Source: an optimization exercise on an open RTL-to-GDS flow (aim: small area and a short achievable clock period). Production flows keep margins and buffers that such runs may drop. At most, simulation tests tie the RTL to the original design; equivalence was not proved. Power figures rest on the tool's default switching activity, not on a simulated workload.

Setup of JK:
Design fpu_top, start of the top module:
module fpu_top (
	input  wire         clk,
	input  wire         rstn,
	input       fpu_pkg::instr_t instr,
	input       fpu_pkg::fp32_t  x1,	 
	input       fpu_pkg::int32_t x2,	 
	output fpu_pkg::fp32_t       y,
	output fpu_pkg::fpu_exc_t    exc
);
	function automatic logic [4:0] ftoi_amt(input logic [4:0] k);	 
		ftoi_amt = '0;
		for (int j = 0; j < 32; j++) if (k == 5'(j)) ftoi_amt = 5'((30 - j) & 31);
	endfunction
	function automatic logic [7:0] itof_exp(input logic [4:0] k);	 
		itof_exp = '0;
		for (int j = 0; j < 32; j++) if (k == 5'(j)) itof_exp = 8'(157 - j);
	endfunction
	function automatic logic [22:0] floor_mask(input logic [7:0] ee);
		for (int i = 0; i < 23; i++) floor_mask[i] = !ee[7] || (i < 22 && ee[4:0] <= 5'(21 - i));
	endfunction
	logic d_abs, d_neg, d_flr, d_ftoi, d_itof, cop1;
	assign cop1   = instr.op1 == fpu_pkg::OP1_COP1;
  ...
==> flow/config.mk <==
export PLATFORM = sky130hd
export DESIGN_NAME = fpu_top
export DESIGN_NICKNAME = fpu_top
export VERILOG_FILES = /design/flow/design.v
export SDC_FILE = /design/flow/constraint.sdc
export NUM_CORES = 4
export LEC_CHECK = 0
export CAP_MARGIN = 20
export CORE_MARGIN = 2
export CORE_UTILIZATION = 50
export PLACE_DENSITY = 0.75
export SLEW_MARGIN = 20
==> flow/constraint.sdc <==
create_clock -name core_clock -period 8.0 [get_ports {clk}]
set_input_delay 1.6000 -clock core_clock [delete_from_list [all_inputs] [get_ports {clk}]]
set_output_delay 1.6000 -clock core_clock [all_outputs]
set_load 0.01 [all_outputs]
standard.sh (not shown) runs the stock make flow with config.mk's settings and CLKGATE_MAP_FILE= SYNTH_SCRIPT=/design/flow/synth_recipe.tcl, a recipe that flattens the netlist after the stock synthesis.
==> flow/flow/run.sh <==
#!/bin/bash
# Standard synthesis, then the combinational logic re-mapped by ABC with
# iterated choice-based mapping (flip-flops untouched), then the standard
# layout from floorplan on, with plain buffers on the ports and a
# lighter clock tree.
set -euo pipefail
WORK=$(pwd)
R=$WORK/orfs/results/$FLOW_PLATFORM/fpu_top/base
LOGS=$WORK/orfs/logs/$FLOW_PLATFORM/fpu_top/base
bash standard.sh synth > $WORK/flow_synth.log 2>&1
cp $R/1_2_yosys.v $R/1_2_yosys.std.v
YOSYS=$FLOW_HOME/../tools/install/yosys/bin/yosys
[ -x "$YOSYS" ] || YOSYS=$(command -v yosys)
export REABC_LIB=$FLOW_HOME/platforms/$FLOW_PLATFORM/lib/sky130_fd_sc_hd__tt_025C_1v80.lib
export REABC_IN=$R/1_2_yosys.std.v
export REABC_OUT=$R/1_2_yosys.v
export REABC_SCRIPT=$WORK/flow/abc.scr
export REABC_CONSTR=$WORK/orfs/objects/$FLOW_PLATFORM/fpu_top/base/abc.constr
export REABC_DONT_USE="$(grep -m1 -- '^abc -script' $LOGS/1_2_yosys.log | grep -o -- '-dont_use [^ ]*' | awk '{print $2}' | tr '\n' ' ')"
export REABC_FLOPS="$(grep -o 'sky130_fd_sc_hd__[a-z]*df[a-z0-9_]*' $R/1_2_yosys.std.v | sort -u | tr '\n' ' ')"
$YOSYS -c $WORK/flow/reabc.tcl > $WORK/flow_reabc.log 2>&1
rm -f $R/1_synth.odb $R/1_synth.sdc
export SETUP_SLACK_MARGIN=5.2
# port buffers: the smallest plain buffer, which the resizer upsizes where needed
export BUFFER_PORTS_ARGS="-buffer_cell sky130_fd_sc_hd__buf_1"
# clock tree: mid-size buffers and no dummy loads
export CTS_ARGS="-sink_clustering_enable -repair_clock_nets -buf_list sky130_fd_sc_hd__clkbuf_8 -dont_use_dummy_load"
bash standard.sh finish > $WORK/flow_finish.log 2>&1
Other scripts of this flow, unchanged in this note and not shown: flow/flow/abc.scr, flow/flow/reabc.tcl
Edits applied to the flow inputs when going from JK to MS:
- CORE_UTILIZATION: 50 -> 40
==> summary.txt <==
Sort MS and JK by power of the combinational group, ascending, and MS comes first. The lower power per cell area came out of MS. MS vs JK, sum of internal, switching and leakage power went down by 5.7 µW. Any difference in H-tree level count between MS and JK is small enough to ignore.
No run of this note included a check of the RTL's function; only the layout flow was run.

========
The RTL this note starts from:
==> flow/design.v <==
`default_nettype none
package fpu_pkg;
	typedef logic [31:0] fp32_t;	 
	typedef logic [31:0] int32_t;	 
	typedef logic [7:0]  exp_t;	 
	typedef logic [22:0] frac_t;	 
	typedef logic [23:0] sig_t;	 
	localparam exp_t EXP_MAX  = 8'd255;
	localparam exp_t EXP_BIAS = 8'd127;
	localparam int LATENCY = 3;
	typedef struct packed {
		logic [5:0] op1;	 
		logic [4:0] fmt;	 
		logic [5:0] op2;	 
	} instr_t;
	typedef struct packed {
		logic invalid_op;
		logic nan;
		logic ovf;
	} fpu_exc_t;
	typedef enum logic [2:0] {
		OP_IDLE,
		OP_ABS,
		OP_NEG,
		OP_FLOOR,
		OP_FTOI,
		OP_ITOF,
		OP_INVALID
	} op_t;
	localparam logic [5:0] OP1_COP1    = 6'b010001;
	localparam logic [4:0] FMT_S       = 5'b10000;
	localparam logic [4:0] FMT_W_FTOI  = 5'b00000;
	localparam logic [4:0] FMT_ITOF    = 5'b00100;
	localparam logic [5:0] FUNCT_ABS   = 6'b000101;
	localparam logic [5:0] FUNCT_NEG   = 6'b000111;
	localparam logic [5:0] FUNCT_FLOOR = 6'b001111;
	localparam logic [5:0] FUNCT_CVT   = 6'b000000;
endpackage
`default_nettype wire
`default_nettype none
module fpu_top (
	input  wire         clk,
	input  wire         rstn,
	input       fpu_pkg::instr_t instr,
	input       fpu_pkg::fp32_t  x1,	 
	input       fpu_pkg::int32_t x2,	 
	output fpu_pkg::fp32_t       y,
	output fpu_pkg::fpu_exc_t    exc
);
	function automatic logic [4:0] ftoi_amt(input logic [4:0] k);	 
		ftoi_amt = '0;
		for (int j = 0; j < 32; j++) if (k == 5'(j)) ftoi_amt = 5'((30 - j) & 31);
	endfunction
	function automatic logic [7:0] itof_exp(input logic [4:0] k);	 
		itof_exp = '0;
		for (int j = 0; j < 32; j++) if (k == 5'(j)) itof_exp = 8'(157 - j);
	endfunction
	function automatic logic [22:0] floor_mask(input logic [7:0] ee);
		for (int i = 0; i < 23; i++) floor_mask[i] = !ee[7] || (i < 22 && ee[4:0] <= 5'(21 - i));
	endfunction
	logic d_abs, d_neg, d_flr, d_ftoi, d_itof, cop1;
	assign cop1   = instr.op1 == fpu_pkg::OP1_COP1;
	assign d_abs  = cop1 && instr.fmt == fpu_pkg::FMT_S && instr.op2 == fpu_pkg::FUNCT_ABS;
	assign d_neg  = cop1 && instr.fmt == fpu_pkg::FMT_S && instr.op2 == fpu_pkg::FUNCT_NEG;
	assign d_flr  = cop1 && instr.fmt == fpu_pkg::FMT_S && instr.op2 == fpu_pkg::FUNCT_FLOOR;
	assign d_ftoi = cop1 && instr.fmt == fpu_pkg::FMT_W_FTOI && instr.op2 == fpu_pkg::FUNCT_CVT;
	assign d_itof = cop1 && instr.fmt == fpu_pkg::FMT_ITOF && instr.op2 == fpu_pkg::FUNCT_CVT;
	logic [7:0] e1;
	logic       fz_d, c_nan, c_ovf, c_half, c_norm;
	assign e1     = x1[30:23];
	assign fz_d   = x1[22:0] == '0;
	assign c_nan  = (e1 == 8'hff) && !fz_d;
	assign c_ovf  = !c_nan && ((e1 > 8'd158) || (e1 == 8'd158 && !(x1[31] && fz_d)));
	assign c_half = e1 == 8'd126;
	assign c_norm = (e1 >= 8'd127) && !c_nan && !c_ovf;
	logic o_sgn_d, o_flr_d, o_ft_d, o_fh_d, o_it_d;
	fpu_pkg::fpu_exc_t x_d;
	assign o_sgn_d       = rstn && (d_abs || d_neg);
	assign o_flr_d       = rstn && d_flr;
	assign o_ft_d        = rstn && d_ftoi && c_norm;
	assign o_fh_d        = rstn && d_ftoi && c_half;	 
	assign o_it_d        = rstn && d_itof && x2 != '0;
	assign x_d.invalid_op = rstn && !(d_abs || d_neg || d_flr || d_ftoi || d_itof);
	assign x_d.nan        = rstn && d_ftoi && c_nan;
	assign x_d.ovf        = rstn && d_ftoi && c_ovf;
	logic        s2;
	logic [30:0] v2;
	logic [30:0] pick;
	logic [30:0] cpl;
	logic [31:0] d_d;
	assign s2 = x2[31];
	assign v2 = x2[30:0];
	always_comb begin
		for (int i = 0; i < 23; i++) pick[i] = instr.fmt[2] ? v2[22-i] : x1[i];
		for (int i = 23; i < 31; i++) pick[i] = instr.fmt[2] ? v2[53-i] : x1[i];
		cpl[22:0]  = {23{instr.fmt[2] ? s2 : (!instr.fmt[4] && x1[31])}};
		cpl[30:23] = {8{instr.fmt[2] && s2}};
		d_d[30:0]  = pick ^ cpl;
		if (instr.fmt[2])  d_d[31] = s2;
		else if (d_neg)    d_d[31] = ~x1[31];
		else if (d_abs)    d_d[31] = 1'b0;
		else               d_d[31] = x1[31];
	end
	logic              o_sgn, o_flr, o_ft, o_fh, o_it;
	fpu_pkg::fpu_exc_t x_q;
	logic [31:0]       d_q;
	logic              fz_q;	 
	always_ff @(posedge clk) begin
		o_sgn <= o_sgn_d;
		o_flr <= o_flr_d;
		o_ft  <= o_ft_d;
		o_fh  <= o_fh_d;
		o_it  <= o_it_d;
		x_q   <= x_d;
		d_q   <= d_d;
		fz_q  <= fz_d;
	end
	logic        s;
	logic [7:0]  e;
	logic [22:0] fr;
	assign s  = d_q[31];
	assign e  = d_q[30:23];
	assign fr = d_q[22:0];
	logic [30:0] vq;
	always_comb begin
		for (int i = 0; i < 23; i++) vq[22-i] = d_q[i];
		for (int i = 23; i < 31; i++) vq[53-i] = d_q[i];
	end
	logic [4:0] lz;
	always_comb begin
		lz = 5'd31;
		for (int i = 0; i < 31; i++) begin
			if (vq[i]) lz = 5'(30 - i);
		end
	end
	logic [32:0] sin, sa, sb, sc;
	logic [4:0]  amt;
	assign sin  = {o_it ? s : ~s, d_q[22:0], o_it ? d_q[30:23] : {8{s}}, s};
	assign amt  = o_it ? lz : ftoi_amt(e[4:0]);
	assign sa   = amt[4] ? {{16{s}}, sin[32:16]} : sin;
	assign sb   = amt[3] ? {{8{s}}, sa[32:8]} : sa;
	assign sc   = amt[2] ? {{4{s}}, sb[32:4]} : sb;
	logic [22:0] mask;
	logic        hf, fl_c, fl_mid;
	logic [31:0] fl_a;
	assign mask   = floor_mask(e);
	assign hf     = |(fr & mask);
	assign fl_mid = (e >= 8'd127) && (e < 8'd150);
	assign fl_c   = fl_mid & s & hf;
	always_comb begin
		if (e == 8'hff && !fz_q)  fl_a = d_q | 32'h0040_0000;
		else if (!fl_mid && e >= 8'd150) fl_a = d_q;
		else if (!fl_mid) fl_a = (s && (e != '0 || !fz_q)) ? 32'hbf80_0000 : {s, 31'd0};
		else if (s & hf)  fl_a = d_q | {9'd0, mask};
		else              fl_a = d_q & ~{9'd0, mask};
	end
	logic        use_sh;
	logic [32:0] data_d;
	logic [1:0]  amt_d;
	logic        s_d;
	logic        sel_f_d, sel_i_d;
	fpu_pkg::fpu_exc_t x2_d;
	assign use_sh = o_it | o_ft;
	always_comb begin
		if (use_sh)     data_d = sc;
		else if (o_flr) data_d = {fl_a, fl_c};
		else if (o_fh)  data_d = {{32{s}}, ~s};	 
		else            data_d = {d_q, 1'b0};
	end
	assign amt_d   = use_sh ? amt[1:0] : 2'd0;
	assign s_d     = use_sh & s;
	assign sel_f_d = rstn && (o_sgn || o_flr || o_ft || o_fh);
	assign sel_i_d = rstn && o_it;
	assign x2_d    = rstn ? x_q : '0;
	logic [32:0]       data_q;
	logic [1:0]        amt_q;
	logic [2:0]        lzhi_q;
	logic              s_q;
	logic              sel_f, sel_i;
	fpu_pkg::fpu_exc_t x2_q;
	always_ff @(posedge clk) begin
		data_q <= data_d;
		amt_q  <= amt_d;
		lzhi_q <= lz[4:2];
		s_q    <= s_d;
		sel_f  <= sel_f_d;
		sel_i  <= sel_i_d;
		x2_q   <= x2_d;
	end
	logic [32:0] sd, se;
	assign sd = amt_q[1] ? {{2{s_q}}, data_q[32:2]} : data_q;
	assign se = amt_q[0] ? {s_q, sd[32:1]} : sd;
	logic [31:0] nrm;
	logic [31:0] ai;
	logic        ci;
	always_comb begin
		for (int n = 0; n < 32; n++) nrm[n] = se[32-n];
	end
	assign ai = {s_q, itof_exp({lzhi_q, amt_q}), nrm[30:8]};
	assign ci = s_q ? (nrm[7] | (&nrm[6:0] & nrm[8])) : (nrm[7] & (nrm[8] | (|nrm[6:0])));
	logic [31:0] a;
	logic        c;
	logic [31:0] pre;	 
	logic [31:0] y_d;
	assign a = ({32{sel_f}} & se[32:1]) | ({32{sel_i}} & ai);
	assign c = (sel_f & se[0]) | (sel_i & ci);
	always_comb begin
		pre[0] = 1'b1;
		for (int i = 1; i < 32; i++) pre[i] = pre[i-1] & a[i-1];
	end
	assign y_d = {32{rstn}} & (a ^ ({32{c}} & pre));	 
	always_ff @(posedge clk) begin
		y   <= y_d;
		exc <= rstn ? x2_q : '0;
	end
endmodule
`default_nettype wire
clock: 8.0 ns
lec_check: 0
cap_margin: 20
core_margin: 2
core_utilization: 40
setup_slack_margin: 5
slew_margin: 20
==> flow/flow/run.sh <==
#!/bin/bash
# The standard layout, with plain buffers on the ports.
set -euo pipefail
WORK=$(pwd)
# port buffers: the smallest plain buffer, which the resizer upsizes where needed
export BUFFER_PORTS_ARGS="-buffer_cell sky130_fd_sc_hd__buf_1"
bash standard.sh finish > $WORK/flow_finish.log 2>&1
Then changed:
==> flow/flow/run.sh (replaced) <==
#!/bin/bash
# Standard synthesis, then the combinational logic re-mapped by ABC with
# iterated choice-based mapping (flip-flops untouched), then the standard
# layout from floorplan on, with plain buffers on the ports.
set -euo pipefail
WORK=$(pwd)
R=$WORK/orfs/results/$FLOW_PLATFORM/fpu_top/base
LOGS=$WORK/orfs/logs/$FLOW_PLATFORM/fpu_top/base
bash standard.sh synth > $WORK/flow_synth.log 2>&1
cp $R/1_2_yosys.v $R/1_2_yosys.std.v
YOSYS=$FLOW_HOME/../tools/install/yosys/bin/yosys
[ -x "$YOSYS" ] || YOSYS=$(command -v yosys)
export REABC_LIB=$FLOW_HOME/platforms/$FLOW_PLATFORM/lib/sky130_fd_sc_hd__tt_025C_1v80.lib
export REABC_IN=$R/1_2_yosys.std.v
export REABC_OUT=$R/1_2_yosys.v
export REABC_SCRIPT=$WORK/flow/abc.scr
export REABC_CONSTR=$WORK/orfs/objects/$FLOW_PLATFORM/fpu_top/base/abc.constr
export REABC_DONT_USE="$(grep -m1 -- '^abc -script' $LOGS/1_2_yosys.log | grep -o -- '-dont_use [^ ]*' | awk '{print $2}' | tr '\n' ' ')"
export REABC_FLOPS="$(grep -o 'sky130_fd_sc_hd__[a-z]*df[a-z0-9_]*' $R/1_2_yosys.std.v | sort -u | tr '\n' ' ')"
$YOSYS -c $WORK/flow/reabc.tcl > $WORK/flow_reabc.log 2>&1
rm -f $R/1_synth.odb $R/1_synth.sdc
# port buffers: the smallest plain buffer, which the resizer upsizes where needed
export BUFFER_PORTS_ARGS="-buffer_cell sky130_fd_sc_hd__buf_1"
bash standard.sh finish > $WORK/flow_finish.log 2>&1
==> flow/flow/abc.scr (new file) <==
strash
dc2
dch
map
strash
dc2
dch
map
strash
dch
map
topo
buffer -c
upsize -c
dnsize -c
==> flow/flow/reabc.tcl (new file) <==
# Re-map the combinational logic of the standard synthesis netlist with a
# different ABC script. Every flip-flop instance (name and cell type) is kept.
set lib     $::env(REABC_LIB)
set in      $::env(REABC_IN)
set out     $::env(REABC_OUT)
set script  $::env(REABC_SCRIPT)
set dontuse $::env(REABC_DONT_USE)

yosys read_liberty -ignore_miss_func $lib
yosys read_verilog $in
yosys hierarchy -top $::env(FLOW_TOP)
foreach ff [split $::env(REABC_FLOPS)] {
  yosys setattr -mod -set keep_hierarchy 1 $ff
}
yosys flatten
yosys rename -hide w:*.*
yosys opt_clean
set args [list -script $script -liberty $lib -constr $::env(REABC_CONSTR)]
foreach c [split $dontuse] { if {$c ne ""} { lappend args -dont_use $c } }
yosys abc {*}$args
yosys opt_clean -purge
yosys rename -enumerate
foreach ff [split $::env(REABC_FLOPS)] {
  yosys blackbox $ff
}
yosys tee -o $out.stat stat -liberty $lib
yosys write_verilog -noattr -nohex -nodec $out
The changed run ran to the end with no violations.
Clock-buffer cell count does not change.
Combinational power drops by about 2%.
Maximum frequency drops by 9.4%.
Total power drops by 2.4%.
Flip-flop and latch count stays the same.
Worst setup slack is worse by 0.30 ns.
Clock skew drops by 0.0054 ns.
Routed wire length climbs by about 14%.
Global-route usage climbs by 4.5 points.
Synthesized area drops by about 4%.
Design area climbs by about 2.2%.
Then changed:
--- a/flow/config.mk
+++ b/flow/config.mk
@@ -10,2 +10,4 @@
 export CORE_UTILIZATION = 40
+export CTS_BUF_LIST = sky130_fd_sc_hd__clkbuf_4 sky130_fd_sc_hd__clkbuf_8
+export CTS_CLUSTER_SIZE = 30
 export SETUP_SLACK_MARGIN = 5
Power drops by 11%. Non-clock buffer count climbs by 1. Global-route usage drops by 0.21 points.

what the ideal ports hide:
In the flow no input, the clock included, has a driving cell. The finished layouts below were timed again as built, in two steps. Step 1: set_driving_cell puts a clkbuf_16 on clk and a buf_2 on each other input, an assumption about the parent block. Step 2, shift: input delay + t, output delay - t, t = (earliest + latest rising clock arrival at the registers) / 2. This alone moves slack from input paths to output paths. Slacks: ideal / step 1 / step 2; pairs: ideal / step 1.
run	shift t [ns]	setup slack, ns	hold WS [ns]
JK	0.474	5.076 / 5.097 / 4.623	0.388 / 0.388 / 0.388
MS	0.479	5.169 / 5.175 / 4.696	0.417 / 0.417 / 0.417
the first run of note 2	0.471	5.078 / 5.078 / 4.703	0.434 / 0.434 / 0.434
the second run of note 2	0.469	4.775 / 4.775 / 4.775	0.397 / 0.397 / 0.397
the third run of note 2	0.487	4.780 / 4.780 / 4.780	0.395 / 0.395 / 0.395
After both steps setup and hold are still met in every run listed. The setup slack of MS, which loses most, moves by +0.006 ns with the drivers and by -0.473 ns with both steps.
